From an optimization exercise on the open Yosys and OpenROAD flow, aimed at small area and few clock cycles per item; shortcuts taken in it are not production practice.
RTL that was checked went through simulation tests only; none was proved equivalent to the original.
Function not checked in runs 1, 3 and 4: the RTL went through the layout flow alone.
No activity file was given, so power comes from the tool's default toggle rates.

$ cat design/flow/config.mk
export PLATFORM = sky130hd
export DESIGN_NAME = dot_product_top
export DESIGN_NICKNAME = dot_product_top
export VERILOG_FILES = /design/flow/design.v
export SDC_FILE = /design/flow/constraint.sdc
export NUM_CORES = 4
export LEC_CHECK = 0
export CAP_MARGIN = 20
export CORE_MARGIN = 2
export CORE_UTILIZATION = 40
export SLEW_MARGIN = 20
$ cat design/flow/constraint.sdc
create_clock -name core_clock -period 5.0 [get_ports {clk}]
set_input_delay 1.0000 -clock core_clock [delete_from_list [all_inputs] [get_ports {clk}]]
set_output_delay 1.0000 -clock core_clock [all_outputs]
set_load 0.01 [all_outputs]
$ cat design/flow/design.v
package dot_ctrl_pkg;
    localparam int CFG_W = 32;                      
    typedef logic [3:0] bit_idx_t;                  
    typedef logic [5:0] chunk_t;                    
    typedef logic [7:0] group_t;                    
    typedef logic [7:0] credit_t;                   
endpackage
package dot_data_pkg;
    localparam int LANE_W = 32;                     
    typedef logic signed [LANE_W-1:0] lane_t;
    localparam int GUARD_BITS = 4;
    localparam int ACC_W      = LANE_W + GUARD_BITS;
    typedef logic signed [ACC_W-1:0] acc_t;
    localparam acc_t ROUND_BIAS = acc_t'(11);       
endpackage
`timescale 1ns/1ps
module dot_config_regs (
    input  logic                           clk,
    input  logic                           start_i,
    input  logic [dot_ctrl_pkg::CFG_W-1:0] num_epochs_i,
    input  logic [dot_ctrl_pkg::CFG_W-1:0] num_samples_i,
    input  logic [dot_ctrl_pkg::CFG_W-1:0] dimension_i,
    input  logic [dot_ctrl_pkg::CFG_W-1:0] num_bits_i,
    output logic                           empty_o,         
    output dot_ctrl_pkg::group_t           last_epoch_o,
    output dot_ctrl_pkg::group_t           last_group_o,
    output dot_ctrl_pkg::chunk_t           last_chunk_o,
    output dot_ctrl_pkg::bit_idx_t         last_bit_o
);
    logic [9:0] dim_m1;
    assign dim_m1  = dimension_i[9:0] - 10'd1;
    assign empty_o = (num_epochs_i[9:0] == '0) || (num_samples_i[9:2] == '0);
    always_ff @(posedge clk)
    begin
        if (start_i)
        begin
            last_epoch_o <= num_epochs_i[7:0] - 8'd1;
            last_group_o <= num_samples_i[9:2] - 8'd1;
            last_chunk_o <= dim_m1[8:3];
            last_bit_o   <= num_bits_i[3:0] - 4'd1;
        end
    end
endmodule
`timescale 1ns/1ps
module plane_fifo #(
    parameter int WIDTH = 32
) (
    input  logic             wr_en_i,
    input  logic [WIDTH-1:0] wr_data_i,
    input  logic             x_ok_i,                    
    output logic             take_o,
    output logic [WIDTH-1:0] plane_o,                   
    output logic             almost_full_o
);
    assign almost_full_o = !x_ok_i;
    assign take_o        = wr_en_i && x_ok_i;
    assign plane_o       = wr_data_i;
endmodule
`timescale 1ns/1ps
module sample_sequencer #(
    parameter int X_ADDR_BITS = 6
) (
    input  logic                   clk,
    input  logic                   rst_n,
    input  logic                   start_i,
    input  logic                   empty_i,
    input  logic                   x_written_i,
    input  dot_ctrl_pkg::group_t   last_epoch_i,
    input  dot_ctrl_pkg::group_t   last_group_i,
    input  dot_ctrl_pkg::chunk_t   last_chunk_i,
    input  dot_ctrl_pkg::bit_idx_t last_bit_i,
    input  dot_ctrl_pkg::credit_t  x_wr_credit_i,
    input  logic                   take_i,               
    output logic                   x_ok_o,               
    output logic                   x_rd_en_o,
    output logic [X_ADDR_BITS-1:0] x_rd_addr_o,
    output dot_ctrl_pkg::bit_idx_t bit_o,                
    output logic                   first_o,              
    output logic                   last_o,               
    output logic                   done_o
);
    dot_ctrl_pkg::bit_idx_t bit_idx;
    dot_ctrl_pkg::chunk_t   chunk_idx;
    dot_ctrl_pkg::group_t   group_idx;                   
    dot_ctrl_pkg::group_t   epoch_idx;
    dot_ctrl_pkg::credit_t  rd_group;                    
    logic                   later_epoch;                 
    logic                   running;
    logic                   bit_last, chunk_last, group_last, epoch_last, job_last;
    dot_ctrl_pkg::bit_idx_t bit_nxt;
    dot_ctrl_pkg::chunk_t   chunk_nxt;
    dot_ctrl_pkg::credit_t  rd_group_nxt;
    logic                   later_nxt;
    logic                   running_nxt;
    assign bit_last   = (bit_idx == last_bit_i);
    assign chunk_last = (chunk_idx == last_chunk_i);
    assign group_last = (group_idx == last_group_i);
    assign epoch_last = (epoch_idx == last_epoch_i);
    assign last_o     = bit_last && chunk_last;
    assign first_o    = (bit_idx == '0) && (chunk_idx == '0);
    assign job_last   = last_o && group_last && epoch_last;
    assign bit_o      = bit_idx;
    assign bit_nxt      = !take_i ? bit_idx : (bit_last ? '0 : bit_idx + 1'b1);
    assign chunk_nxt    = !(take_i && bit_last) ? chunk_idx : (chunk_last ? '0 : chunk_idx + 1'b1);
    assign rd_group_nxt = rd_group + (take_i && last_o);
    assign later_nxt    = later_epoch || (take_i && last_o && group_last);
    assign running_nxt  = running && !(take_i && job_last);
    assign x_rd_en_o   = (running_nxt || start_i) && (x_wr_credit_i != rd_group_nxt) &&
                         (!later_nxt || x_written_i);
    assign x_rd_addr_o = chunk_nxt[X_ADDR_BITS-1:0];
    always_ff @(posedge clk)
    begin
        if (!rst_n)
        begin
            bit_idx     <= '0;
            chunk_idx   <= '0;
            group_idx   <= '0;
            epoch_idx   <= '0;
            rd_group    <= '0;
            later_epoch <= 1'b0;
            running     <= 1'b0;
            x_ok_o      <= 1'b0;
            done_o      <= 1'b0;
        end
        else
        begin
            bit_idx     <= bit_nxt;
            chunk_idx   <= chunk_nxt;
            rd_group    <= rd_group_nxt;
            later_epoch <= later_nxt;
            running     <= running_nxt || (start_i && !empty_i);
            x_ok_o      <= x_rd_en_o;
            if (take_i && last_o)
            begin
                group_idx <= group_last ? '0 : group_idx + 1'b1;
                if (group_last)
                    epoch_idx <= epoch_idx + 1'b1;
            end
            if ((take_i && job_last) || (start_i && empty_i))
                done_o <= 1'b1;                     
        end
    end
endmodule
`timescale 1ns/1ps
module bank_adder_tree #(
    parameter int LANES = 8
) (
    input  logic                                  clk,
    input  logic [LANES*dot_data_pkg::LANE_W-1:0] lanes_i,    
    input  logic [LANES-1:0]                      mask_i,
    output dot_data_pkg::lane_t                   sum_o
);
    localparam int LW = dot_data_pkg::LANE_W;
    logic [LW-1:0] leaf [8];
    function automatic logic [2*LW-1:0] csa(input logic [LW-1:0] a, input logic [LW-1:0] b,
                                            input logic [LW-1:0] c);
        logic [LW-1:0] s, cy;
        s  = a ^ b ^ c;
        cy = (a & b) | (a & c) | (b & c);
        csa = {cy[LW-2:0], 1'b0, s};
    endfunction
    for (genvar j = 0; j < 8; j++)
    begin : g_leaf
        assign leaf[j] = mask_i[j] ? lanes_i[j*LW +: LW] : '0;    
    end
    logic [2*LW-1:0] r1a, r1b, r2a, r2b, r3, r4;
    assign r1a = csa(leaf[0], leaf[1], leaf[2]);
    assign r1b = csa(leaf[3], leaf[4], leaf[5]);
    assign r2a = csa(r1a[LW-1:0], r1a[2*LW-1:LW], r1b[LW-1:0]);
    assign r2b = csa(r1b[2*LW-1:LW], leaf[6], leaf[7]);
    assign r3  = csa(r2a[LW-1:0], r2a[2*LW-1:LW], r2b[LW-1:0]);
    assign r4  = csa(r3[LW-1:0], r3[2*LW-1:LW], r2b[2*LW-1:LW]);
    always_ff @(posedge clk)
        sum_o <= r4[LW-1:0] + r4[2*LW-1:LW];
endmodule
`timescale 1ns/1ps
module bit_serial_accumulator #(
    parameter int BANKS = 4
) (
    input  logic                                  clk,
    input  logic [BANKS*dot_data_pkg::LANE_W-1:0] sums_i,     
    input  logic                                  valid_i,    
    input  dot_ctrl_pkg::bit_idx_t                bit_i,      
    input  logic                                  first_i,    
    output logic [BANKS*dot_data_pkg::LANE_W-1:0] dot_o
);
    localparam int GB = dot_data_pkg::GUARD_BITS;
    localparam int LW = dot_data_pkg::LANE_W;
    localparam int AW = dot_data_pkg::ACC_W;
    for (genvar i = 0; i < BANKS; i++)
    begin : g_bank
        dot_data_pkg::acc_t half;
        dot_data_pkg::acc_t sh1, sh2, sh4, sh8;
        dot_data_pkg::acc_t shifted;
        dot_data_pkg::acc_t acc;
        dot_data_pkg::acc_t acc_nxt;
        assign half    = $signed({sums_i[i*LW +: LW], GB'(0)}) >>> 1;
        assign sh1     = bit_i[0] ? half >>> 1 : half;
        assign sh2     = bit_i[1] ? sh1 >>> 2 : sh1;
        assign sh4     = bit_i[2] ? sh2 >>> 4 : sh2;
        assign sh8     = sh4 >>> 8;
        assign shifted = ({AW{valid_i && bit_i[3]}} & sh8) |
                         ({AW{valid_i && !bit_i[3]}} & sh4);
        assign acc_nxt = (first_i ? dot_data_pkg::ROUND_BIAS : acc) + shifted;
        always_ff @(posedge clk)
            acc <= acc_nxt;
        assign dot_o[i*LW +: LW] = acc_nxt[AW-1 -: LW];     
    end
endmodule
`timescale 1ns/1ps
module dot_product_top #(
    parameter int BANKS       = 4,
    parameter int LANES       = 8,
    parameter int X_ADDR_BITS = 6
) (
    input  logic                                  clk,
    input  logic                                  rst_n,
    input  logic                                  start_i,
    input  logic [dot_ctrl_pkg::CFG_W-1:0]        num_epochs_i,
    input  logic [dot_ctrl_pkg::CFG_W-1:0]        num_samples_i,
    input  logic [dot_ctrl_pkg::CFG_W-1:0]        dimension_i,
    input  logic [dot_ctrl_pkg::CFG_W-1:0]        num_bits_i,
    input  logic [BANKS*LANES-1:0]                a_data_i,
    input  logic                                  a_wr_en_i,
    output logic                                  a_almost_full_o,
    input  logic [7:0]                            x_wr_credit_i,
    input  logic                                  x_written_i,
    output logic                                  x_rd_en_o,
    output logic [X_ADDR_BITS-1:0]                x_rd_addr_o,
    input  logic [LANES*dot_data_pkg::LANE_W-1:0] x_rd_data_i,
    output logic [BANKS*dot_data_pkg::LANE_W-1:0] dot_o,           
    output logic                                  dot_valid_o,
    output logic                                  done_o
);
    localparam int PLANE_W = BANKS * LANES;
    localparam int LW      = dot_data_pkg::LANE_W;
    logic                   empty;
    dot_ctrl_pkg::group_t   last_epoch;
    dot_ctrl_pkg::group_t   last_group;
    dot_ctrl_pkg::chunk_t   last_chunk;
    dot_ctrl_pkg::bit_idx_t last_bit;
    logic                   x_ok;
    logic                   take;
    logic [PLANE_W-1:0]     plane;
    dot_ctrl_pkg::bit_idx_t head_bit;
    logic                   head_first;
    logic                   head_last;
    dot_ctrl_pkg::bit_idx_t sum_bit;        
    logic                   sum_first;
    logic                   sum_valid;
    logic [BANKS*LW-1:0]    tree_sum;
    dot_config_regs i_dot_config_regs (
        .clk, .start_i,
        .num_epochs_i, .num_samples_i, .dimension_i, .num_bits_i,
        .empty_o      (empty),
        .last_epoch_o (last_epoch),
        .last_group_o (last_group),
        .last_chunk_o (last_chunk),
        .last_bit_o   (last_bit)
    );
    plane_fifo #(.WIDTH(PLANE_W)) i_plane_fifo (
        .wr_en_i       (a_wr_en_i),
        .wr_data_i     (a_data_i),
        .x_ok_i        (x_ok),
        .take_o        (take),
        .plane_o       (plane),
        .almost_full_o (a_almost_full_o)
    );
    sample_sequencer #(.X_ADDR_BITS(X_ADDR_BITS)) i_sample_sequencer (
        .clk, .rst_n, .start_i,
        .empty_i      (empty),
        .x_written_i,
        .last_epoch_i (last_epoch),
        .last_group_i (last_group),
        .last_chunk_i (last_chunk),
        .last_bit_i   (last_bit),
        .x_wr_credit_i,
        .take_i       (take),
        .x_ok_o       (x_ok),
        .x_rd_en_o, .x_rd_addr_o,
        .bit_o        (head_bit),
        .first_o      (head_first),
        .last_o       (head_last),
        .done_o
    );
    always_ff @(posedge clk)
    begin
        if (!rst_n)
        begin
            sum_valid   <= 1'b0;
            dot_valid_o <= 1'b0;
        end
        else
        begin
            sum_valid   <= take;
            dot_valid_o <= take && head_last;       
        end
    end
    always_ff @(posedge clk)
    begin
        sum_bit   <= head_bit;
        sum_first <= take && head_first;
    end
    for (genvar b = 0; b < BANKS; b++)
    begin : g_bank
        bank_adder_tree #(.LANES(LANES)) i_bank_adder_tree (
            .clk,
            .lanes_i (x_rd_data_i),
            .mask_i  (plane[b*LANES +: LANES]),      
            .sum_o   (tree_sum[b*LW +: LW])
        );
    end
    bit_serial_accumulator #(.BANKS(BANKS)) i_bit_serial_accumulator (
        .clk,
        .sums_i  (tree_sum),
        .valid_i (sum_valid),
        .bit_i   (sum_bit),
        .first_i (sum_first),
        .dot_o
    );
endmodule
$ cat design/flow/run.sh
#!/bin/bash
# synth_recipe.tcl (not shown) runs the flow's synth.tcl, then flattens the netlist and writes it again
# the make line also repeats each setting of config.mk as NAME=value (left out here)
make -C /OpenROAD-flow-scripts/flow DESIGN_CONFIG=/design/flow/config.mk WORK_HOME=/design/flow/orfs CLKGATE_MAP_FILE= SYNTH_SCRIPT=/design/flow/synth_recipe.tcl finish
==> impl_metrics.env, run 1 <==
export IMPL_start_kind="register"
export IMPL_crit_start="sum_bit[0]$_DFF_P_"
export IMPL_initial_core_util=0.4018
export IMPL_grt_max_degree=38
export IMPL_first_iter_violations=3771
export IMPL_setup_ws_ns=-1.197
export IMPL_netlist_instances=5879
export IMPL_ys_seq_area_frac=0.1375
export IMPL_crit_path_end_kind="primary output"
export IMPL_r2r_start="sum_bit[0]$_DFF_P_"
export IMPL_yosysUniqueCellTypes=87
export IMPL_worst_pin_slew_ns=0.6077
export IMPL_drc=0
export IMPL_slowest_stage="dfxtp_4"
export IMPL_stdcell_area_um2=78140
export IMPL_crit_arrival_ns=5.20
export IMPL_min_delay_path_class="register to register"
export IMPL_htree_levels=2
export IMPL_hold_buffers=0
export IMPL_crit_type="register to primary output"
export IMPL_reg2reg_depth=28
export IMPL_synth_common_cells="748 x nand2_1, 736 x fa_1, 654 x inv_1"
export IMPL_status="failed layout checks"
export IMPL_max_cap_violations=0
export IMPL_place_area_um2=68100
export IMPL_drive_above_1_share=0.3892
export IMPL_crit_chain="buf_12, buf_12, buf_12, buf_4, mux2_4, nor2_4, a21oi_2, mux2i_1, nand2_1, o21ai_1, nor2_1, buf_4, ha_4, a21oi_2, nand4b_1, nand3_2, a31o_1, a21o_1, a221o_1, a221oi_2, o21bai_1, a21oi_2, xnor2_2, buf_2"
export IMPL_synthesis_nets=7325
export IMPL_first_pass_iters=6
export IMPL_cts_buffers=39
export IMPL_r2r_slack_ns=0.25
export IMPL_yosysTopAreaCell="fa_1"
export IMPL_p_per_area_nw_per_um2=566.1
export IMPL_total_power_uw=44240
export IMPL_wl_per_cell_um=23.15
export IMPL_synth_flop_cell="dfxtp_1"
export IMPL_clock_latency_ns=0.61
export IMPL_row_count=132
export IMPL_antenna_found_initial=9
export IMPL_async_flop_share=0
export IMPL_syn_area_um2=51820
export IMPL_clock_sinks=343
export IMPL_finalMaxSlewViolations=0
export IMPL_so_faults="negative setup slack"
export IMPL_worstPathRequired_ns=4.00
export IMPL_grt_use_total=0.3196
export IMPL_ios=567
export IMPL_nNetsFinal=9110
export IMPL_avgSynthCellArea_um2=8.815
export IMPL_grt_pass1_vias=51683
export IMPL_synth_most_common_cell="nand2_1"
export IMPL_finalSetupTns_ns=-88.87
export IMPL_portBuffers=469
export IMPL_hold_viol=0
export IMPL_hold_end="sum_bit[3]$_DFF_P_"
export IMPL_ant_nets=0
export IMPL_tritoncts="yes"
export IMPL_clock_skew_ns=0.02977
export IMPL_grt_pass1_wl_um=318500
export IMPL_synth_seq_cells=343
export IMPL_vias_per_cell=5.360
export IMPL_grt_setup_unrepaired="true"
export IMPL_hold_start="i_sample_sequencer.bit_idx[3]$_SDFFE_PN0P_"
export IMPL_wirelength_um=218700
export IMPL_hpwl_um=171200
export IMPL_worstHoldPathCells=0
export IMPL_clk_pin_slew_ns=0.07
export IMPL_synth_edf_count=26
export IMPL_max_stage_delay_ns=0.41
export IMPL_clockRootBuffer="clkbuf_16"
export IMPL_finalCriticalPeriod_ns=6.197
export IMPL_clockBufferDepth=3
export IMPL_die_x_um=363.9
export IMPL_area_growth_pct=50.77
export IMPL_fmax_mhz=161.4
export IMPL_fin_crit_sh=1.239
export IMPL_synth_top_cells_by_area="fa_1 28%, dfxtp_1 12%, and2_1 7.5%, ha_1 6.8%, nand2_1 5.4%"
export IMPL_timing_rr_end="i_bit_serial_accumulator.g_bank[0].acc[24]$_DFF_P_"
export IMPL_vias=50624
export IMPL_crit_fanout=7
export IMPL_gr_total_overflow=0
export IMPL_die_height_um=363.9
export IMPL_slew_headroom=0.5921
export IMPL_netlist_area_leader_share=0.2843
export IMPL_gp_congestion=1.001
export IMPL_core_area_um2=129000
export IMPL_dieArea_um2=132500
export IMPL_ir_drop_mv=0.4203
export IMPL_leakagePower_uw=0.03643
export IMPL_setup_viol=166
export IMPL_ys_warn_count=6
-- report_power, final --
group | switching [µW] | internal (µW)
clock network | 1340 | 1960
registers | 798 | 4060
logic | 18200 | 17900
total | 20300 | 23900
-- critical path: cells and delay by family, from the launching register on --
kind	cells	cell delay (ns)
compound gates	9	1.85
buf+inv	6	0.88
simple gates	5	0.55
mux	2	0.53
flops	1	0.41
fa+ha+maj	1	0.23
xor+xnor	1	0.15
-- how the worst max path moves through the flow --
stage	endpoint	slack (ns)	cells after the start
3_5_place_dp	g_bank[0].i_bank_adder_tree.sum_o[30]$_DFF_P_	-1.85	25
6_report	dot_o[21]	-1.20	24
3_3_place_gp	g_bank[0].i_bank_adder_tree.sum_o[30]$_DFF_P_	-1.89	24
2_1_floorplan	g_bank[3].i_bank_adder_tree.sum_o[31]$_DFF_P_	-0.82	19
5_1_grt	dot_o[30]	-1.44	23
4_1_cts	dot_o[126]	-1.24	18
-- final cells by class --
| type | count | area, µm² |
|---|---|---|
| antenna | 7 | 17.52 |
| clock buffer | 51 | 1104 |
| clock inverter | 21 | 365.4 |
| fill | 10714 | 50850 |
| inverter | 657 | 2472 |
| multi-input combinational | 4517 | 46330 |
| sequential | 343 | 7146 |
| tap | 1742 | 2180 |
| timing repair buffer | 2106 | 18520 |
-- flip-flops by register name (all words and copies together), names as in the netlist, 4 cells and up --
register and flops:
i_dot_config_regs.last_chunk_o 6, g_bank.i_bank_adder_tree.sum_o 128, i_sample_sequencer.chunk_idx 6, i_dot_config_regs.last_bit_o 4, i_sample_sequencer.epoch_idx 8, i_sample_sequencer.group_idx 8, sum_bit 4, i_sample_sequencer.rd_group 8
i_dot_config_regs.last_group_o 8, i_sample_sequencer.bit_idx 4, i_dot_config_regs.last_epoch_o 8, i_bit_serial_accumulator.g_bank.acc 144
-- cell families (layout without fill, tap and decap cells) --
logic type | count (synthesis) | after routing | synth area share
multiplexers | 180 | 180 | 0.05147
XOR/XNOR | 352 | 352 | 0.05949
buffers and inverters | 1019 | 2835 | 0.08317
other | 0 | 7 | 0
flip-flops | 343 | 343 | 0.1375
AND/OR/NAND/NOR | 2075 | 2075 | 0.2017
AO/OA/AOI/OAI | 893 | 893 | 0.1145
adder cells (fa/ha/maj) | 1017 | 1017 | 0.3521
-- cells in the final DEF (no fill, tap or decap), types with 106 or more instances in the layout --
master / netlist / final
nand2_1: 748 / 665
xnor2_1: 226 / 157
inv_1: 654 / 594
buf_4: 128 / 1388
and2_1: 623 / 567
clkdlybuf4s50_1: 0 / 195
nor2b_1: 175 / 157
ha_1: 281 / 194
fa_1: 736 / 659
nor2_1: 233 / 175
a21oi_1: 235 / 111
buf_6: 0 / 179
a21oi_2: 2 / 106
dfxtp_1: 317 / 312
-- stage by stage --
stage	util	setup WS [ns]	instances	hold WS, ns
global placement	0.5279	-1.892	9053	0.4093
floorplan	-	-0.8237	5879	0.3811
CTS	0.5788	-1.243	9335	0.4307
finish	0.6058	-1.197	9444	0.4298
detailed placement	0.5279	-1.852	9053	0.4210
global route	0.6057	-1.444	9439	0.4349
-- metal layers --
layer / track usage / routed length [µm] / part of all wire
met1: 0.4178 / 88600 / 0.41
met2: 0.5268 / 101400 / 0.46
met3: 0.05976 / 18150 / 0.083
met4: 0.1170 / 10520 / 0.048
met5: 0 / 42 / 0.00019
-- what timing repair did --
| action | in CTS | in global routing |
|---|---|---|
| endpoints found under the setup margin | 215 | 202 |
| cloned | 13 | 3 |
| pin swaps | 520 | 490 |
| resized for setup | 1613 | 684 |
| setup buffers | 231 | 143 |
==> inputs of run 2 (changes only) <==
--- a/design/flow/design.v
+++ b/design/flow/design.v
@@ -54,7 +54,7 @@
 );
     assign almost_full_o = !x_ok_i;
     assign take_o        = wr_en_i && x_ok_i;
-    assign plane_o       = wr_data_i;
+    assign plane_o       = wr_data_i & {WIDTH{take_o}};
 endmodule
 `timescale 1ns/1ps
 module sample_sequencer #(
@@ -179,7 +179,6 @@
 ) (
     input  logic                                  clk,
     input  logic [BANKS*dot_data_pkg::LANE_W-1:0] sums_i,     
-    input  logic                                  valid_i,    
     input  dot_ctrl_pkg::bit_idx_t                bit_i,      
     input  logic                                  first_i,    
     output logic [BANKS*dot_data_pkg::LANE_W-1:0] dot_o
@@ -190,17 +189,11 @@
     for (genvar i = 0; i < BANKS; i++)
     begin : g_bank
         dot_data_pkg::acc_t half;
-        dot_data_pkg::acc_t sh1, sh2, sh4, sh8;
         dot_data_pkg::acc_t shifted;
         dot_data_pkg::acc_t acc;
         dot_data_pkg::acc_t acc_nxt;
         assign half    = $signed({sums_i[i*LW +: LW], GB'(0)}) >>> 1;
-        assign sh1     = bit_i[0] ? half >>> 1 : half;
-        assign sh2     = bit_i[1] ? sh1 >>> 2 : sh1;
-        assign sh4     = bit_i[2] ? sh2 >>> 4 : sh2;
-        assign sh8     = sh4 >>> 8;
-        assign shifted = ({AW{valid_i && bit_i[3]}} & sh8) |
-                         ({AW{valid_i && !bit_i[3]}} & sh4);
+        assign shifted = half >>> bit_i;
         assign acc_nxt = (first_i ? dot_data_pkg::ROUND_BIAS : acc) + shifted;
         always_ff @(posedge clk)
             acc <= acc_nxt;
@@ -247,7 +240,6 @@
     logic                   head_last;
     dot_ctrl_pkg::bit_idx_t sum_bit;        
     logic                   sum_first;
-    logic                   sum_valid;
     logic [BANKS*LW-1:0]    tree_sum;
     dot_config_regs i_dot_config_regs (
         .clk, .start_i,
@@ -286,15 +278,9 @@
     always_ff @(posedge clk)
     begin
         if (!rst_n)
-        begin
-            sum_valid   <= 1'b0;
             dot_valid_o <= 1'b0;
-        end
         else
-        begin
-            sum_valid   <= take;
             dot_valid_o <= take && head_last;       
-        end
     end
     always_ff @(posedge clk)
     begin
@@ -313,7 +299,6 @@
     bit_serial_accumulator #(.BANKS(BANKS)) i_bit_serial_accumulator (
         .clk,
         .sums_i  (tree_sum),
-        .valid_i (sum_valid),
         .bit_i   (sum_bit),
         .first_i (sum_first),
         .dot_o
==> run 2 against run 1 <==
  * Still fails the layout checks on negative setup slack
  * Worst setup slack gained 0.25 ns
  * Total power is 36% lower
  * Wire length up 6.0%
  * Clock power is 9.7% lower
  * Largest cell class unchanged
==> impl_metrics.env, run 2 <==
export IMPL_status="failed layout checks"
export IMPL_so_faults="negative setup slack"
export IMPL_clockPowerShare=0.105
export IMPL_area_growth_pct=51.69
export IMPL_max_cap_violations=0
export IMPL_fin_crit_sh=1.190
export IMPL_grt_use_total=0.3303
export IMPL_critical_path_buf_inv_count=10
export IMPL_layout_common_cells="1,382 x buf_4, 644 x fa_1, 604 x nand2_1"
export IMPL_finalMaxSlewViolations=0
export IMPL_vias_per_cell=5.524
export IMPL_crit_path_end_kind="register"
export IMPL_internal_power_uw=16060
export IMPL_setup_ws_ns=-0.9485
export IMPL_die_height_um=364.4
export IMPL_worstPathRequired_ns=5.53
export IMPL_clk_pin_slew_ns=0.06
export IMPL_cts_buffers=41
export IMPL_crit_type="input port to register"
export IMPL_clockBufferDepth=3
export IMPL_leakagePower_uw=0.03741
export IMPL_start_kind="input port"
export IMPL_netlist_instances=5951
export IMPL_wl_per_cell_um=24.46
export IMPL_nNetsFinal=9136
export IMPL_final_cells=9474
export IMPL_utilization=0.6104
export IMPL_clock_skew_ns=0.02528
export IMPL_initial_core_util=0.4024
export IMPL_switchingPower_uw=12230
export IMPL_p_per_area_nw_per_um2=358.9
export IMPL_min_delay_path_class="register to register"
export IMPL_vias=52337
export IMPL_ios=567
export IMPL_final_common_cell="buf_4"
export IMPL_first_pass_iters=6
export IMPL_antenna_found_initial=23
export IMPL_crit_arrival_ns=6.48
export IMPL_clock_sinks=342
export IMPL_die_x_um=364.4
export IMPL_gr_total_overflow=0
export IMPL_ir_drop_mv=0.2906
export IMPL_gp_congestion=1.016
export IMPL_grt_pass1_vias=52664
export IMPL_clockRootBuffer="clkbuf_16"
export IMPL_clock_latency_ns=0.61
export IMPL_core_area_um2=129200
export IMPL_netlist_area_leader_share=0.2835
export IMPL_htree_levels=2
export IMPL_power_frac_comb=0.747
export IMPL_cpLargestDelayFamily="adder cells"
export IMPL_synth_common_cells="736 x fa_1, 660 x nand2_1, 645 x and3_1, 645 x inv_1, 316 x dfxtp_1"
export IMPL_yosysUniqueCellTypes=83
export IMPL_wirelength_um=231800
export IMPL_ys_warn_count=6
export IMPL_total_power_uw=28290
export IMPL_hold_viol=0
export IMPL_syn_area_um2=51970
export IMPL_grt_setup_unrepaired="true"
export IMPL_yosysTopAreaCell="fa_1"
export IMPL_max_stage_delay_ns=0.66
export IMPL_hold_ws_ns=0.4118
export IMPL_netSwitchingFraction=0.4324
export IMPL_avgSynthCellArea_um2=8.733
export IMPL_top_register="i_bit_serial_accumulator.g_bank.acc"
export IMPL_hold_buffers=0
export IMPL_synth_edf_count=26
export IMPL_placed_cells=9081
export IMPL_setup_viol=208
export IMPL_ant_nets=0
export IMPL_dieArea_um2=132800
export IMPL_ys_seq_area_frac=0.1368
export IMPL_worst_pin_slew_ns=1.016
export IMPL_seqPwrFrac=0.148
export IMPL_slowest_stage="fa_2"
export IMPL_crit_fanout=7
export IMPL_slew_headroom=0.3205
export IMPL_fmax_mhz=168.1
export IMPL_tritoncts="yes"
export IMPL_synth_seq_cells=342
export IMPL_hpwl_um=181500
export IMPL_row_count=132
export IMPL_largest_reg_flops=144
export IMPL_synth_flop_cell="dfxtp_1"
export IMPL_synthesis_nets=7397
export IMPL_grt_pass1_wl_um=327100
export IMPL_drc=0
export IMPL_drive_above_1_share=0.3841
export IMPL_finalCriticalPeriod_ns=5.948
export IMPL_grt_max_degree=73
export IMPL_synth_most_common_cell="fa_1"
export IMPL_first_iter_violations=4630
export IMPL_portBuffers=469
export IMPL_synth_top_cells_by_area="fa_1 28%, dfxtp_1 12%, and3_1 7.8%, ha_1 6.8%, nand2_1 4.8%"
export IMPL_async_flop_share=0
==> run 2: timing repair <==
item,4_1_cts,5_1_grt
pin swaps,365,588
cloned,16,15
buffers inserted,175,173
resized for setup,814,1084
endpoints found under the setup margin,236,233
==> run 2: area by class of cell <==
cell class	count	area, µm²
clock buffers	55	1160
well taps	1742	2180
multi-input cells	4527	46420
clock inverters	19	145.1
flip-flops and latches	342	7128
inverters	648	2437
repair buffers	2130	19340
fillers	10844	50320
diodes	11	27.53
==> run 2: metal layers <==
layer	wire length (µm)	vias up	part of all wire	global-route usage
met5	248	-	0.0011	0
met4	14090	20	0.061	0.1471
met3	22660	731	0.098	0.07605
met2	104800	2624	0.45	0.5343
met1	89990	25814	0.39	0.4207
li1	-	23148	-	-
==> run 2: metrics by stage <==
stage | instance area, µm² | TNS, ns | worst slack [ns]
6_report | 78830 | -97.13 | -0.9485
5_1_grt | 78810 | -125.37 | -1.102
2_1_floorplan | 52590 | -67.67 | -1.241
3_3_place_gp | 68240 | -218.67 | -2.084
3_5_place_dp | 68240 | -228.31 | -2.182
4_1_cts | 73600 | -129.28 | -1.008
==> run 2: path summary, 6_finish.rpt <==
kind                                                   end  depth (start not counted)  slack, ns                                        from
min                                     sum_bit[3]$_DFF_P_                          0       0.41  i_sample_sequencer.bit_idx[3]$_SDFFE_PN0N_
max reg2reg  g_bank[3].i_bank_adder_tree.sum_o[31]$_DFF_P_                         27      -0.87        i_sample_sequencer.x_ok_o$_SDFF_PN0_
max          g_bank[3].i_bank_adder_tree.sum_o[31]$_DFF_P_                         27      -0.95                                   a_wr_en_i
min reg2reg                             sum_bit[3]$_DFF_P_                          0       0.41  i_sample_sequencer.bit_idx[3]$_SDFFE_PN0N_
==> run 2: power groups by stage <==
stage	logic [µW]	registers, µW	clock network, µW
after floorplan	10200	3970	0
after global placement	17400	4160	0
after detailed placement	17600	4170	0
after CTS	18700	4150	3040
after global routing	22600	4250	3130
final	21100	4190	2980
==> run 2: logic make-up after synthesis <==
logic type / Yosys count / share of synthesized area
compound gates: 897 / 0.1109
flops: 342 / 0.1368
fa+ha+maj: 1017 / 0.3512
simple gates: 2095 / 0.2058
xor+xnor: 362 / 0.06101
mux: 156 / 0.04673
buf+inv: 1082 / 0.08761
Testbench counts of run 2, summed over its fixed seeds: cycles 17,443, planes 17,153.
==> inputs of run 3 (changes only) <==
--- a/design/flow/design.v
+++ b/design/flow/design.v
@@ -54,7 +54,7 @@
 );
     assign almost_full_o = !x_ok_i;
     assign take_o        = wr_en_i && x_ok_i;
-    assign plane_o       = wr_data_i & {WIDTH{take_o}};
+    assign plane_o       = wr_data_i;
 endmodule
 `timescale 1ns/1ps
 module sample_sequencer #(
@@ -148,9 +148,12 @@
     input  logic                                  clk,
     input  logic [LANES*dot_data_pkg::LANE_W-1:0] lanes_i,    
     input  logic [LANES-1:0]                      mask_i,
-    output dot_data_pkg::lane_t                   sum_o
+    output logic [dot_data_pkg::LANE_W/2-1:0]     sum_lo_o,
+    output logic [dot_data_pkg::LANE_W/2-1:0]     sum_hi_o,   
+    output logic                                  carry_o
 );
     localparam int LW = dot_data_pkg::LANE_W;
+    localparam int HW = LW / 2;
     logic [LW-1:0] leaf [8];
     function automatic logic [2*LW-1:0] csa(input logic [LW-1:0] a, input logic [LW-1:0] b,
                                             input logic [LW-1:0] c);
@@ -171,7 +174,10 @@
     assign r3  = csa(r2a[LW-1:0], r2a[2*LW-1:LW], r2b[LW-1:0]);
     assign r4  = csa(r3[LW-1:0], r3[2*LW-1:LW], r2b[2*LW-1:LW]);
     always_ff @(posedge clk)
-        sum_o <= r4[LW-1:0] + r4[2*LW-1:LW];
+    begin
+        {carry_o, sum_lo_o} <= (HW+1)'(r4[HW-1:0]) + (HW+1)'(r4[LW +: HW]);
+        sum_hi_o            <= r4[HW +: HW] + r4[LW+HW +: HW];
+    end
 endmodule
 `timescale 1ns/1ps
 module bit_serial_accumulator #(
@@ -179,6 +185,8 @@
 ) (
     input  logic                                  clk,
     input  logic [BANKS*dot_data_pkg::LANE_W-1:0] sums_i,     
+    input  logic [BANKS-1:0]                      carries_i,  
+    input  logic                                  valid_i,    
     input  dot_ctrl_pkg::bit_idx_t                bit_i,      
     input  logic                                  first_i,    
     output logic [BANKS*dot_data_pkg::LANE_W-1:0] dot_o
@@ -188,16 +196,24 @@
     localparam int AW = dot_data_pkg::ACC_W;
     for (genvar i = 0; i < BANKS; i++)
     begin : g_bank
+        dot_data_pkg::lane_t sum;
         dot_data_pkg::acc_t half;
+        dot_data_pkg::acc_t sh1, sh2, sh4, sh8;
         dot_data_pkg::acc_t shifted;
         dot_data_pkg::acc_t acc;
         dot_data_pkg::acc_t acc_nxt;
-        assign half    = $signed({sums_i[i*LW +: LW], GB'(0)}) >>> 1;
-        assign shifted = half >>> bit_i;
+        assign sum     = {sums_i[i*LW+LW/2 +: LW/2] + (LW/2)'(carries_i[i]), sums_i[i*LW +: LW/2]};
+        assign half    = $signed({sum, GB'(0)}) >>> 1;
+        assign sh1     = bit_i[0] ? half >>> 1 : half;
+        assign sh2     = bit_i[1] ? sh1 >>> 2 : sh1;
+        assign sh4     = bit_i[2] ? sh2 >>> 4 : sh2;
+        assign sh8     = sh4 >>> 8;
+        assign shifted = ({AW{valid_i && bit_i[3]}} & sh8) |
+                         ({AW{valid_i && !bit_i[3]}} & sh4);
         assign acc_nxt = (first_i ? dot_data_pkg::ROUND_BIAS : acc) + shifted;
         always_ff @(posedge clk)
             acc <= acc_nxt;
-        assign dot_o[i*LW +: LW] = acc_nxt[AW-1 -: LW];     
+        assign dot_o[i*LW +: LW] = acc[AW-1 -: LW];         
     end
 endmodule
 `timescale 1ns/1ps
@@ -240,7 +256,10 @@
     logic                   head_last;
     dot_ctrl_pkg::bit_idx_t sum_bit;        
     logic                   sum_first;
+    logic                   sum_valid;
     logic [BANKS*LW-1:0]    tree_sum;
+    logic [BANKS-1:0]       tree_carry;
+    logic                   sum_last;
     dot_config_regs i_dot_config_regs (
         .clk, .start_i,
         .num_epochs_i, .num_samples_i, .dimension_i, .num_bits_i,
@@ -278,9 +297,17 @@
     always_ff @(posedge clk)
     begin
         if (!rst_n)
+        begin
+            sum_valid   <= 1'b0;
+            sum_last    <= 1'b0;
             dot_valid_o <= 1'b0;
+        end
         else
-            dot_valid_o <= take && head_last;       
+        begin
+            sum_valid   <= take;
+            sum_last    <= take && head_last;
+            dot_valid_o <= sum_last;                
+        end
     end
     always_ff @(posedge clk)
     begin
@@ -293,12 +320,16 @@
             .clk,
             .lanes_i (x_rd_data_i),
             .mask_i  (plane[b*LANES +: LANES]),      
-            .sum_o   (tree_sum[b*LW +: LW])
+            .sum_lo_o (tree_sum[b*LW +: LW/2]),
+            .sum_hi_o (tree_sum[b*LW+LW/2 +: LW/2]),
+            .carry_o  (tree_carry[b])
         );
     end
     bit_serial_accumulator #(.BANKS(BANKS)) i_bit_serial_accumulator (
         .clk,
-        .sums_i  (tree_sum),
+        .sums_i    (tree_sum),
+        .carries_i (tree_carry),
+        .valid_i (sum_valid),
         .bit_i   (sum_bit),
         .first_i (sum_first),
         .dot_o
--- a/design/flow/config.mk
+++ b/design/flow/config.mk
@@ -8,4 +8,5 @@
 export CAP_MARGIN = 20
 export CORE_MARGIN = 2
 export CORE_UTILIZATION = 40
+export GPL_TIMING_DRIVEN = 0
 export SLEW_MARGIN = 20
==> run 3 against run 2 <==
  * The layout still fails its checks (negative setup slack)
  * Wire length grew 2.1%
  * Flip-flop and latch count is 6 higher
  * Cell count is 7.3% lower
  * Global-route usage rose by 0.82 points
  * Die area is 2.3% higher
  * Sequential share of layout area increased by 1.5 points
  * Final area shrank 13%
  * Synthesized area is 2.3% higher
  * Register-to-register slack better by 0.93 ns
  * Via count down 5.1%
  * Clock power is 9.7% higher
  * First-iteration DRC count grew 6.9%
  * Highest routed layer unchanged
==> impl_metrics.env, run 3 <==
export IMPL_async_flop_share=0
export IMPL_ir_drop_mv=0.4907
export IMPL_clockBufferDepth=3
export IMPL_tritoncts="yes"
export IMPL_first_iter_violations=4950
export IMPL_start_kind="input port"
export IMPL_finalMaxSlewViolations=0
export IMPL_ant_nets=0
export IMPL_area_growth_pct=29.37
export IMPL_largest_reg_flops=144
export IMPL_hold_ws_ns=0.4143
export IMPL_cts_buffers=40
export IMPL_crit_path_end_kind="register"
export IMPL_grt_setup_unrepaired="true"
export IMPL_core_area_um2=131600
export IMPL_grt_pass1_vias=49605
export IMPL_yosysUniqueCellTypes=91
export IMPL_synth_edf_count=26
export IMPL_clock_skew_ns=0.02176
export IMPL_utilization=0.5226
export IMPL_multiInputGateArea_um2=44620
export IMPL_avgSynthCellArea_um2=8.556
export IMPL_netlist_area_leader_share=0.2786
export IMPL_die_x_um=368.6
export IMPL_hold_viol=0
export IMPL_wirelength_um=236700
export IMPL_synthesis_nets=7681
export IMPL_antenna_found_initial=28
export IMPL_crit_arrival_ns=6.18
export IMPL_gr_total_overflow=0
export IMPL_netlist_instances=6215
export IMPL_worstPathRequired_ns=5.51
export IMPL_synth_top_cells_by_area="fa_1 28%, dfxtp_1 12%, ha_1 7.0%, and2_1 6.6%, nand2_1 5.5%"
export IMPL_htree_levels=2
export IMPL_grt_max_degree=30
export IMPL_max_stage_delay_ns=0.55
export IMPL_top_register="i_bit_serial_accumulator.g_bank.acc"
export IMPL_syn_area_um2=53180
export IMPL_crit_chain="buf_12, clkbuf_16, and2_4, fa_1, inv_1, fa_1, fa_1, inv_1, fa_1, ha_1, a21o_1, a21oi_2, o21ai_2, a21oi_2, nand2b_4, a21boi_4, o31a_1, or4_4, a2111o_1, nand3_4"
export IMPL_p_per_area_nw_per_um2=546.2
export IMPL_slew_headroom=0.2546
export IMPL_fin_crit_sh=1.135
export IMPL_ys_seq_area_frac=0.1359
export IMPL_ys_warn_count=6
export IMPL_grt_use_total=0.3385
export IMPL_crit_type="input port to register"
export IMPL_nNetsFinal=8448
export IMPL_worst_pin_slew_ns=1.118
export IMPL_yosysTopAreaCell="fa_1"
export IMPL_first_pass_iters=6
export IMPL_critical_path_buf_inv_count=4
export IMPL_so_faults="negative setup slack"
export IMPL_synth_seq_cells=348
export IMPL_ios=567
export IMPL_n_fill_cell=12241
export IMPL_clk_pin_slew_ns=0.07
export IMPL_grt_pass1_wl_um=335200
export IMPL_final_common_cell="nand2_1"
export IMPL_die_height_um=368.6
export IMPL_clock_sinks=348
export IMPL_crit_fanout=6
export IMPL_final_cells=8784
export IMPL_drc=0
export IMPL_final_seq_area_um2=7264
export IMPL_hold_buffers=0
export IMPL_clock_latency_ns=0.61
export IMPL_initial_core_util=0.4040
export IMPL_post_place_ws_ns=-2.875
export IMPL_placed_cells=8439
export IMPL_vias=49663
export IMPL_leakagePower_uw=0.03091
export IMPL_fmax_mhz=176.2
export IMPL_vias_per_cell=5.654
export IMPL_dieArea_um2=135900
export IMPL_setup_viol=41
export IMPL_wl_per_cell_um=26.95
export IMPL_drive_above_1_share=0.2027
export IMPL_synth_common_cells="777 x nand2_1, 740 x fa_1, 681 x inv_1"
export IMPL_setup_ws_ns=-0.6747
export IMPL_finalSetupTns_ns=-10.53
export IMPL_clockRootBuffer="clkbuf_16"
export IMPL_synth_most_common_cell="nand2_1"
export IMPL_gp_congestion=1.040
export IMPL_cpLargestDelayFamily="adder cells"
export IMPL_portBuffers=469
export IMPL_slowest_stage="or4_4"
export IMPL_layout_common_cells="761 x nand2_1, 694 x fa_1, 649 x inv_1"
export IMPL_synth_flop_cell="dfxtp_1"
export IMPL_finalCriticalPeriod_ns=5.675
export IMPL_cp_common_cell="fa_1"
export IMPL_row_count=133
export IMPL_max_cap_violations=0
export IMPL_status="failed layout checks"
export IMPL_min_delay_path_class="register to register"
export IMPL_hpwl_um=188200
==> run 3: metrics by stage <==
stage               power (µW)  area, µm²
finish                   37570      68800
global route             39710      68770
CTS                      35010      66490
detailed placement       28440      60520
global placement         28200      60510
floorplan                19870      53620
==> run 3: cell families after synthesis <==
| group | share of synthesized area |
|---|---|
| and+or+nand+nor | 0.2100 |
| buffers and inverters | 0.08517 |
| adders and majority gates | 0.3485 |
| AOI/OAI and AO/OA | 0.1164 |
| xor gates and xnor gates | 0.06273 |
| DFF | 0.1359 |
| muxes | 0.04127 |
==> run 3: worst paths after layout <==
path / start / to / slack (ns) / cells past startpoint
hold reg to reg: i_sample_sequencer.bit_idx[0]$_SDFFE_PN0P_ / sum_bit[0]$_DFF_P_ / 0.41 / 0
setup reg to reg: g_bank[0].i_bank_adder_tree.sum_hi_o[6]$_DFF_P_ / i_bit_serial_accumulator.g_bank[0].acc[35]$_DFF_P_ / 0.06 / 20
hold / removal: i_sample_sequencer.bit_idx[0]$_SDFFE_PN0P_ / sum_bit[0]$_DFF_P_ / 0.41 / 0
setup / recovery: a_data_i[5] / g_bank[0].i_bank_adder_tree.sum_lo_o[15]$_DFF_P_ / -0.67 / 20
==> run 3: final cells by class <==
type,count,share of cell area
clock buffer,56,0.01761
multi-input combinational,4797,0.6485
clock inverter,18,0.004274
antenna,15,0.0005456
tap,1755,0.03192
buffer,368,0.05038
sequential,348,0.1056
inverter,684,0.03739
timing repair buffer,743,0.1038
==> run 3: power by group <==
group	internal, µW	switching, µW
combinational	12900	16100
clock	1930	1340
sequential	4150	1120
==> run 3: repair_timing <==
action,CTS,global route
cloned,3,1
endpoints found under the setup margin,225,101
gates resized for setup,1061,453
hold endpoints to repair,0,0
pin swaps,173,173
setup buffers,182,99
==> run 3: worst register-to-register path, cell delays in order, from the launching register on <==
cell and delay, ns:
dfxtp_4 0.37, and3_4 0.21, and4_1 0.19, buf_4 0.15
and4_1 0.20, buf_6 0.13, nor3_1 0.18, a211oi_2 0.09
mux2_2 0.34, a21oi_1 0.36, o22ai_2 0.16, ha_1 0.43
o21a_1 0.27, o221ai_1 0.26, nand2_2 0.15, a211oi_4 0.30
o31ai_4 0.12, or4_4 0.43, a31o_1 0.25, a21oi_2 0.14
xor2_1 0.14
==> run 3: per-layer routing <==
layer	vias up	global-route usage	wire length (µm)
met1	24458	0.4172	89850
li1	21577	-	-
met5	-	0	156
met4	24	0.2063	18590
met2	2814	0.5379	104600
met3	790	0.07816	23590
==> inputs of run 4 (changes only) <==
--- a/design/flow/design.v
+++ b/design/flow/design.v
@@ -148,12 +148,11 @@
     input  logic                                  clk,
     input  logic [LANES*dot_data_pkg::LANE_W-1:0] lanes_i,    
     input  logic [LANES-1:0]                      mask_i,
-    output logic [dot_data_pkg::LANE_W/2-1:0]     sum_lo_o,
-    output logic [dot_data_pkg::LANE_W/2-1:0]     sum_hi_o,   
-    output logic                                  carry_o
+    output dot_data_pkg::lane_t                   sum_o,      
+    output logic [dot_data_pkg::LANE_W/8-1:1]     carry_o     
 );
     localparam int LW = dot_data_pkg::LANE_W;
-    localparam int HW = LW / 2;
+    localparam int NB = LW / 8;
     logic [LW-1:0] leaf [8];
     function automatic logic [2*LW-1:0] csa(input logic [LW-1:0] a, input logic [LW-1:0] b,
                                             input logic [LW-1:0] c);
@@ -173,10 +172,18 @@
     assign r2b = csa(r1b[2*LW-1:LW], leaf[6], leaf[7]);
     assign r3  = csa(r2a[LW-1:0], r2a[2*LW-1:LW], r2b[LW-1:0]);
     assign r4  = csa(r3[LW-1:0], r3[2*LW-1:LW], r2b[2*LW-1:LW]);
-    always_ff @(posedge clk)
-    begin
-        {carry_o, sum_lo_o} <= (HW+1)'(r4[HW-1:0]) + (HW+1)'(r4[LW +: HW]);
-        sum_hi_o            <= r4[HW +: HW] + r4[LW+HW +: HW];
+    for (genvar i = 0; i < NB; i++)
+    begin : g_byte
+        if (i < NB - 1)
+        begin : g_carry
+            always_ff @(posedge clk)
+                {carry_o[i+1], sum_o[8*i +: 8]} <= 9'(r4[8*i +: 8]) + 9'(r4[LW+8*i +: 8]);
+        end
+        else
+        begin : g_top
+            always_ff @(posedge clk)
+                sum_o[8*i +: 8] <= r4[8*i +: 8] + r4[LW+8*i +: 8];    
+        end
     end
 endmodule
 `timescale 1ns/1ps
@@ -185,7 +192,7 @@
 ) (
     input  logic                                  clk,
     input  logic [BANKS*dot_data_pkg::LANE_W-1:0] sums_i,     
-    input  logic [BANKS-1:0]                      carries_i,  
+    input  logic [BANKS*3-1:0]                    carries_i,  
     input  logic                                  valid_i,    
     input  dot_ctrl_pkg::bit_idx_t                bit_i,      
     input  logic                                  first_i,    
@@ -194,15 +201,22 @@
     localparam int GB = dot_data_pkg::GUARD_BITS;
     localparam int LW = dot_data_pkg::LANE_W;
     localparam int AW = dot_data_pkg::ACC_W;
+    localparam int NB = 4;                              
+    localparam int BW = AW / NB;                        
     for (genvar i = 0; i < BANKS; i++)
     begin : g_bank
         dot_data_pkg::lane_t sum;
-        dot_data_pkg::acc_t half;
-        dot_data_pkg::acc_t sh1, sh2, sh4, sh8;
-        dot_data_pkg::acc_t shifted;
-        dot_data_pkg::acc_t acc;
-        dot_data_pkg::acc_t acc_nxt;
-        assign sum     = {sums_i[i*LW+LW/2 +: LW/2] + (LW/2)'(carries_i[i]), sums_i[i*LW +: LW/2]};
+        dot_data_pkg::acc_t  half;
+        dot_data_pkg::acc_t  sh1, sh2, sh4, sh8;
+        dot_data_pkg::acc_t  shifted;
+        dot_data_pkg::acc_t  base;
+        dot_data_pkg::acc_t  acc;                       
+        dot_data_pkg::acc_t  acc_nxt;
+        logic [NB-1:1]       pend;                      
+        logic [NB-1:1]       pend_nxt;
+        dot_data_pkg::acc_t  pend_vec;
+        assign sum     = sums_i[i*LW +: LW] + {7'b0, carries_i[3*i+2], 7'b0, carries_i[3*i+1],
+                                               7'b0, carries_i[3*i], 8'b0};
         assign half    = $signed({sum, GB'(0)}) >>> 1;
         assign sh1     = bit_i[0] ? half >>> 1 : half;
         assign sh2     = bit_i[1] ? sh1 >>> 2 : sh1;
@@ -210,10 +224,39 @@
         assign sh8     = sh4 >>> 8;
         assign shifted = ({AW{valid_i && bit_i[3]}} & sh8) |
                          ({AW{valid_i && !bit_i[3]}} & sh4);
-        assign acc_nxt = (first_i ? dot_data_pkg::ROUND_BIAS : acc) + shifted;
+        assign base    = first_i ? dot_data_pkg::ROUND_BIAS : acc;
+        for (genvar j = 0; j < NB; j++)
+        begin : g_blk
+            logic cin;
+            if (j == 0)
+            begin : g_first
+                assign cin = 1'b0;
+            end
+            else
+            begin : g_rest
+                assign cin = pend[j] && !first_i;
+            end
+            if (j < NB - 1)
+            begin : g_carry
+                assign {pend_nxt[j+1], acc_nxt[j*BW +: BW]} =
+                    (BW+1)'(base[j*BW +: BW]) + (BW+1)'(shifted[j*BW +: BW]) + (BW+1)'(cin);
+            end
+            else
+            begin : g_top
+                assign acc_nxt[j*BW +: BW] = base[j*BW +: BW] + shifted[j*BW +: BW] + BW'(cin);
+            end
+        end
         always_ff @(posedge clk)
-            acc <= acc_nxt;
-        assign dot_o[i*LW +: LW] = acc[AW-1 -: LW];         
+        begin
+            acc  <= acc_nxt;
+            pend <= pend_nxt;
+        end
+        for (genvar j = 1; j < NB; j++)
+        begin : g_pend
+            assign pend_vec[j*BW +: BW] = BW'(pend[j]);
+        end
+        assign pend_vec[BW-1:0] = '0;
+        assign dot_o[i*LW +: LW] = 32'((acc + pend_vec) >> GB);   
     end
 endmodule
 `timescale 1ns/1ps
@@ -258,7 +301,7 @@
     logic                   sum_first;
     logic                   sum_valid;
     logic [BANKS*LW-1:0]    tree_sum;
-    logic [BANKS-1:0]       tree_carry;
+    logic [BANKS*3-1:0]     tree_carry;
     logic                   sum_last;
     dot_config_regs i_dot_config_regs (
         .clk, .start_i,
@@ -320,9 +363,8 @@
             .clk,
             .lanes_i (x_rd_data_i),
             .mask_i  (plane[b*LANES +: LANES]),      
-            .sum_lo_o (tree_sum[b*LW +: LW/2]),
-            .sum_hi_o (tree_sum[b*LW+LW/2 +: LW/2]),
-            .carry_o  (tree_carry[b])
+            .sum_o   (tree_sum[b*LW +: LW]),
+            .carry_o (tree_carry[3*b +: 3])
         );
     end
     bit_serial_accumulator #(.BANKS(BANKS)) i_bit_serial_accumulator (
==> run 4 against run 3 <==
  * Largest power group unchanged
  * Largest cell class unchanged
  * Still fails the layout checks on negative setup slack
  * Sequential share of layout area grew 1.0 points
  * Die area grew 3.1%
  * Synthesized area grew 3.1%
  * Fmax grew 13%
  * Cell count grew 0.76%
  * Flip-flop and latch count grew 20
  * Global-route usage grew 1.6 points
==> impl_metrics.env, run 4 <==
export IMPL_htree_levels=2
export IMPL_first_iter_violations=5012
export IMPL_leakagePower_uw=0.03008
export IMPL_core_area_um2=135800
export IMPL_clock_latency_ns=0.63
export IMPL_async_flop_share=0
export IMPL_hold_buffers=0
export IMPL_cp_common_cell="fa_1"
export IMPL_crit_fanout=10
export IMPL_hold_end="dot_valid_o$_SDFF_PN0_"
export IMPL_synth_top_cells_by_area="fa_1 28%, dfxtp_1 12%, ha_1 6.9%, inv_1 6.2%, and2_1 5.8%"
export IMPL_synth_most_common_cell="inv_1"
export IMPL_hold_start="sum_last$_SDFF_PN0_"
export IMPL_synth_seq_cells=368
export IMPL_p_per_area_nw_per_um2=506.5
export IMPL_final_common_cell="inv_1"
export IMPL_gr_total_overflow=0
export IMPL_crit_chain="clkdlybuf4s15_2, buf_2, and2_1, fa_1, inv_1, fa_1, fa_1, inv_1, fa_1, ha_1, a21oi_2, o21bai_1, a21oi_1, o21bai_1, a21oi_1, xnor2_1"
export IMPL_worstPathRequired_ns=5.47
export IMPL_r2r_start="g_bank[0].i_bank_adder_tree.carry_o[1]$_DFF_P_"
export IMPL_hpwl_um=207700
export IMPL_min_delay_path_class="register to register"
export IMPL_start_kind="input port"
export IMPL_reg2reg_depth=18
export IMPL_clockBufferDepth=3
export IMPL_hold_viol=0
export IMPL_r2r_slack_ns=0.09
export IMPL_top_register="i_bit_serial_accumulator.g_bank.acc"
export IMPL_clock_sinks=368
export IMPL_post_place_ws_ns=-2.115
export IMPL_antenna_found_initial=28
export IMPL_n_fill_cell=13289
export IMPL_die_height_um=374.3
export IMPL_largest_reg_flops=144
export IMPL_synth_common_cells="906 x inv_1, 822 x nand2_1, 772 x fa_1"
export IMPL_worstHoldPathCells=1
export IMPL_netlist_area_leader_share=0.2818
export IMPL_row_count=135
export IMPL_grt_pass1_vias=51344
export IMPL_critical_path_buf_inv_count=4
export IMPL_setup_ws_ns=-0.01667
export IMPL_clock_skew_ns=0.03900
export IMPL_ys_warn_count=6
export IMPL_finalCriticalPeriod_ns=5.017
export IMPL_yosysTopAreaCell="fa_1"
export IMPL_gp_congestion=1.064
export IMPL_cts_buffers=40
export IMPL_ios=567
export IMPL_wirelength_um=253100
export IMPL_grt_setup_unrepaired="true"
export IMPL_nNetsFinal=8530
export IMPL_crit_type="input port to register"
export IMPL_drc=0
export IMPL_dieArea_um2=140100
export IMPL_slew_headroom=0.2205
export IMPL_synth_edf_count=26
export IMPL_ant_nets=0
export IMPL_yosysUniqueCellTypes=99
export IMPL_layout_common_cells="906 x inv_1, 821 x nand2_1, 757 x fa_1"
export IMPL_fin_crit_sh=1.003
export IMPL_ys_seq_area_frac=0.1391
export IMPL_setup_viol=2
export IMPL_status="failed layout checks"
export IMPL_die_x_um=374.3
export IMPL_grt_max_degree=30
export IMPL_max_stage_delay_ns=0.51
export IMPL_synthesis_nets=7968
export IMPL_initial_core_util=0.4038
export IMPL_cpLargestDelayFamily="adder cells"
export IMPL_vias_per_cell=5.700
export IMPL_grt_use_total=0.3545
export IMPL_clk_pin_slew_ns=0.06
export IMPL_wl_per_cell_um=28.60
export IMPL_total_power_uw=33290
export IMPL_netlist_instances=6466
export IMPL_synth_flop_cell="dfxtp_1"
export IMPL_clockRootBuffer="clkbuf_16"
export IMPL_portBuffers=469
export IMPL_crit_arrival_ns=5.48
export IMPL_crit_path_end_kind="register"
export IMPL_first_pass_iters=8
export IMPL_fmax_mhz=199.3
export IMPL_syn_area_um2=54840
export IMPL_drive_above_1_share=0.09267
export IMPL_timing_rr_end="i_bit_serial_accumulator.g_bank[0].acc[26]$_DFF_P_"
export IMPL_ir_drop_mv=0.2671
export IMPL_finalMaxSlewViolations=0
export IMPL_tritoncts="yes"
export IMPL_so_faults="negative setup slack"
export IMPL_avgSynthCellArea_um2=8.481
export IMPL_max_cap_violations=0
export IMPL_slowest_stage="fa_1"
export IMPL_grt_pass1_wl_um=359300
export IMPL_vias=50453
export IMPL_area_growth_pct=19.86
export IMPL_worst_pin_slew_ns=1.157
[run 4: cell types whose count changed after synthesis, sizes merged, moves of 30 or more]
cell and delta:
xnor2 +53, nand2b +53, fa +32, a211oi -34
buf -87, inv +223, o21a -30, nor2 -55
a21oi -43, and2 -51, nand2 +45
[run 4: report_power, final]
part	switching, µW	leakage, µW	total, µW	internal (µW)
Clock	1350	0.000640	3010	1660
Combinational	14800	0.0263	24700	9870
Sequential	1240	0.00310	5560	4330
[run 4: cell type report]
| class | count | area, µm² | area share |
|---|---|---|---|
| Tap cell | 1781 | 2228 | 0.03390 |
| Antenna cell | 13 | 32.53 | 0.0004949 |
| Clock inverter | 17 | 197.7 | 0.003008 |
| Sequential cell | 368 | 7630 | 0.1161 |
| Buffer | 292 | 2411 | 0.03668 |
| Timing Repair Buffer | 528 | 5115 | 0.07782 |
| Inverter | 907 | 3408 | 0.05185 |
| Multi-Input combinational cell | 4891 | 43590 | 0.6632 |
| Clock buffer | 54 | 1114 | 0.01694 |
[run 4: logic make-up after synthesis]
family | synth area share
muxes | 0.02930
DFF | 0.1391
adders and majority gates | 0.3505
and+or+nand+nor | 0.2028
xor gates and xnor gates | 0.07392
AOI/OAI and AO/OA | 0.1191
buffers and inverters | 0.08526
[run 4: what timing repair did]
item                                   in CTS  in global routing
endpoints found under the hold margin       0                  0
resized for setup                         527                270
setup buffers                              26                 28
setup endpoints to repair                 249                 76
gates cloned                                0                  3
pin swaps                                  13                 40
[run 4: worst max-delay path by stage]
stage,startpoint,to,slack [ns],cells past startpoint
after floorplan,a_data_i[5],g_bank[0].i_bank_adder_tree.carry_o[3]$_DFF_P_,-0.0004,20
after global placement,a_data_i[24],g_bank[3].i_bank_adder_tree.sum_o[14]$_DFF_P_,-2.22,18
after detailed placement,a_data_i[5],g_bank[0].i_bank_adder_tree.carry_o[2]$_DFF_P_,-2.12,19
after CTS,g_bank[1].i_bank_adder_tree.carry_o[1]$_DFF_P_,i_bit_serial_accumulator.g_bank[1].pend[3]$_DFF_P_,-0.02,18
after global routing,g_bank[2].i_bank_adder_tree.carry_o[2]$_DFF_P_,i_bit_serial_accumulator.g_bank[2].acc[17]$_DFF_P_,-0.04,19
final,a_data_i[16],g_bank[2].i_bank_adder_tree.sum_o[15]$_DFF_P_,-0.02,16
[run 4: stage by stage]
step	hold WS [ns]	util	TNS, ns	area [µm²]	cells
finish	0.4319	0.4840	-0.02162	65730	8851
global placement	0.4199	0.4549	-255.24	61780	8716
CTS	0.4309	0.4768	-0.02633	64750	8814
global route	0.4455	0.4838	-0.1089	65710	8842
detailed placement	0.4220	0.4554	-225.66	61850	8718
floorplan	0.3818	-	-0.0003677	54850	6466
[run 4: metal layers]
metal / GRT usage / wire length [µm]
met2: 0.5649 / 112200
met4: 0.2427 / 21850
met3: 0.06266 / 21900
met5: 0 / 133
met1: 0.4376 / 97080

[static timing again, ports no longer ideal]
Ports are ideal in the flow. The routed layouts listed here were re-timed in OpenROAD.
Step 1, drivers: a clkbuf_16 drives clk and a buf_2 each remaining input, both assumed.
Step 2 adds t to the input delays and takes it off the output delays; t is the mean of the earliest and latest rising clock arrival at the registers after step 1. Input paths then give back, and output paths get back, about the clock's delay inside the block.
a / b / c = ideal ports / drivers / drivers and shift; a / b = the first two.
run	t, ns	slack for setup (ns)	worst setup path at the end	latest minus earliest clock arrival (ns)
run 1	0.667	-1.197 / -1.264 / -1.342	input to register	0.031 / 0.031
run 2	0.671	-0.948 / -1.010 / -1.589	input to register	0.027 / 0.027
run 3	0.669	-0.675 / -0.651 / -1.320	input to register	0.023 / 0.022
run 4	0.683	-0.017 / 0.038 / -0.645	input to register	0.043 / 0.043
For run 3, which loses most, drivers alone change the setup slack by +0.024 ns; drivers and shift together by -0.645 ns.
